From an optimization exercise on the open Yosys and OpenROAD flow, aimed at a short achievable clock period and few clock cycles per item; shortcuts taken in it are not production practice.
Only simulation tests tie the RTL to the original design; equivalence was not proved.
No activity file was given, so power comes from the tool's default toggle rates.

==> inputs of trial 12 <==
// segmental_snr_meter
module segmental_snr_meter
#(
	parameter int MAX_FRAME_LENGTH = 4096
) (
	input  logic        clk,
	input  logic        arst_n,
	input  logic        s_axis_tvalid,
	output logic        s_axis_tready,
	input  logic [31:0] s_axis_tdata,   
	input  logic        s_axis_tlast,
	output logic        m_axis_tvalid,
	input  logic        m_axis_tready,
	output logic [31:0] m_axis_tdata,   
	output logic [1:0]  m_axis_tuser,   
	input  logic        cfg_valid,
	output logic        cfg_ready,
	input  logic [12:0] cfg_data
);
	logic [12:0] cfg_q, len_q, pos_q;
	logic [1:0]  cfg_hold_q;
	logic        live_q, cfg_rdy_q, cfg_nrdy_q, rdy_q, nrdy_q, cn_q;
	logic        rdy_d;
	logic        acc, fres, tres, fpop, tpop;
	logic [1:0]  resf_q, rest_q, resf_d, rest_d;
	assign cfg_ready     = cfg_rdy_q;
	assign s_axis_tready = rdy_q;
	assign acc  = s_axis_tvalid && !nrdy_q;
	assign fres = acc && (cn_q || s_axis_tlast);
	assign tres = acc && s_axis_tlast;
	always_comb begin
		resf_d = resf_q + {1'b0, fres} - {1'b0, fpop};
		rest_d = rest_q + {1'b0, tres} - {1'b0, tpop};
		rdy_d  = (resf_d <= 2'd1) && (rest_d <= 2'd1)
			&& !(cfg_valid && !cfg_nrdy_q) && (cfg_hold_q != 2'd2);
	end
	always_ff @(posedge clk or negedge arst_n) begin
		if (!arst_n) begin
			live_q     <= 1'b0;
			cfg_hold_q <= 2'd0;
			len_q      <= 13'(ssnr_pkg::FrameLenReset);
			pos_q      <= '0;
  ...
Settings: LEC_CHECK=0, ABC_CLOCK_PERIOD_IN_PS=3500, CAP_MARGIN=20, CORE_MARGIN=2, CORE_UTILIZATION=75, CTS_CLUSTER_DIAMETER=120, CTS_CLUSTER_SIZE=25, SLEW_MARGIN=20; clock period 13.0 ns.
standard.sh (not shown) runs the stock make flow with config.mk's settings and CLKGATE_MAP_FILE= SYNTH_SCRIPT=/design/flow/synth_recipe.tcl, a recipe that flattens the netlist after the stock synthesis.
==> flow/flow/run.sh <==
#!/bin/bash
# Layout: the standard flow (standard.sh) on the design's clock period and
# constraints, with the timing repair after placement, CTS and global routing aiming
# for 9.5 ns of setup slack (shortening every path longer than 3.5 ns) instead of the
# settings' at most 5 ns. ORFS's own logs stay in orfs/logs; standard.sh's output
# goes to standard.log.
set -euo pipefail
bash standard.sh SETUP_SLACK_MARGIN=9.5 finish > standard.log 2>&1
==> inputs of trial 28, as changes to trial 12 <==
--- a/flow/config.mk
+++ b/flow/config.mk
@@ -9,5 +9,5 @@
 export CAP_MARGIN = 20
 export CORE_MARGIN = 2
-export CORE_UTILIZATION = 75
+export CORE_UTILIZATION = 65
 export CTS_CLUSTER_DIAMETER = 120
 export CTS_CLUSTER_SIZE = 25
==> inputs of build 93, as changes to trial 12 <==
--- a/flow/config.mk
+++ b/flow/config.mk
@@ -9,6 +9,6 @@
 export CAP_MARGIN = 20
 export CORE_MARGIN = 2
-export CORE_UTILIZATION = 75
-export CTS_CLUSTER_DIAMETER = 120
-export CTS_CLUSTER_SIZE = 25
+export CORE_UTILIZATION = 65
+export CTS_CLUSTER_DIAMETER = 150
+export CTS_CLUSTER_SIZE = 20
 export SLEW_MARGIN = 20
==> comparison table <==
Run status: trial 28 no timing/DRC/antenna violations; trial 12 no timing/DRC/antenna violations; build 93 no timing/DRC/antenna violations
Power Clock: trial 28 3110 uW; trial 12 3060 uW; build 93 3390 uW
N_diodes: trial 28 1; trial 12 1; build 93 4
Switching Share: trial 28 0.464; trial 12 0.470; build 93 0.462
Number of cells on the worst reg-to-reg path: trial 28 13; trial 12 15; build 93 15
Total routed wirelength: trial 28 306 mm; trial 12 309 mm; build 93 305 mm
Drt pass-1 iters: trial 28 6; trial 12 7; build 93 7
Die Ht: trial 28 416 um; trial 12 387 um; build 93 416 um
Later-pin clock latency in the skew report: trial 28 780 ps; trial 12 760 ps; build 93 810 ps
Fraction of power consumed by the clock network: trial 28 0.089; trial 12 0.086; build 93 0.096
Inserted Clock Buffers: trial 28 82; trial 12 82; build 93 99
Number of rows in the core area: trial 28 151; trial 12 140; build 93 151
Clock buffer count: trial 28 139; trial 12 136; build 93 170
Area used by multi-input combinational logic: trial 28 63700 um^2; trial 12 63400 um^2; build 93 63500 um^2
Multi-input gate share of total cell area: trial 28 0.529; trial 12 0.531; build 93 0.527
Signal buffers share of area: trial 28 0.0352; trial 12 0.0329; build 93 0.0331
GR Util met1: trial 28 0.460; trial 12 0.503; build 93 0.462
Pre-CTS setup slack: trial 28 8000 ps; trial 12 7400 ps; build 93 8000 ps
Seq/total area: trial 28 0.367; trial 12 0.370; build 93 0.367
Worst Setup EP: trial 28 m_axis_tuser[1]; trial 12 cfg_ready; build 93 m_axis_tvalid
Setup slack after layout: trial 28 9140 ps; trial 12 9210 ps; build 93 9120 ps
Max layer used: trial 28 met5; trial 12 met5; build 93 met4
Share of final-layout standard cells stronger than drive strength 1: trial 28 0.104; trial 12 0.0942; build 93 0.0976
Testbench counts of trial 12, summed over its fixed seeds: cycles 38,745, pairs 38,086.
Testbench counts of trial 28, summed over its fixed seeds: cycles 38,745, pairs 38,086.
Testbench counts of build 93, summed over its fixed seeds: cycles 38,745, pairs 38,086.

## port drivers added, routing unchanged
The results above use ideal ports. As a check the final layouts listed here were re-extracted and re-timed, cells and wires unchanged. Step 1, drivers: a clkbuf_16 drives clk and a buf_2 each remaining input, both assumed. Step 2, shift: input delay + t, output delay - t, t = (earliest + latest rising clock arrival at the registers) / 2. This alone moves slack from input paths to output paths. Slacks: ideal ports / drivers / drivers and shift; pairs: ideal ports / drivers.
run | shift t [ns] | setup WS [ns] | worst slew at a driven data input, ns | pins driven straight from the clock port
trial 12 | 0.821 | 9.211 / 9.124 / 8.873 | 0.09 | 1
trial 28 | 0.851 | 9.139 / 9.044 / 8.803 | 0.06 | 1
build 93 | 0.865 | 9.124 / 9.038 / 8.801 | 0.06 | 1
After both steps every run listed still meets setup and hold. The setup slack of trial 12, which loses most, moves by -0.087 ns with the drivers and by -0.338 ns with both steps. Setup slack includes reset recovery checks.
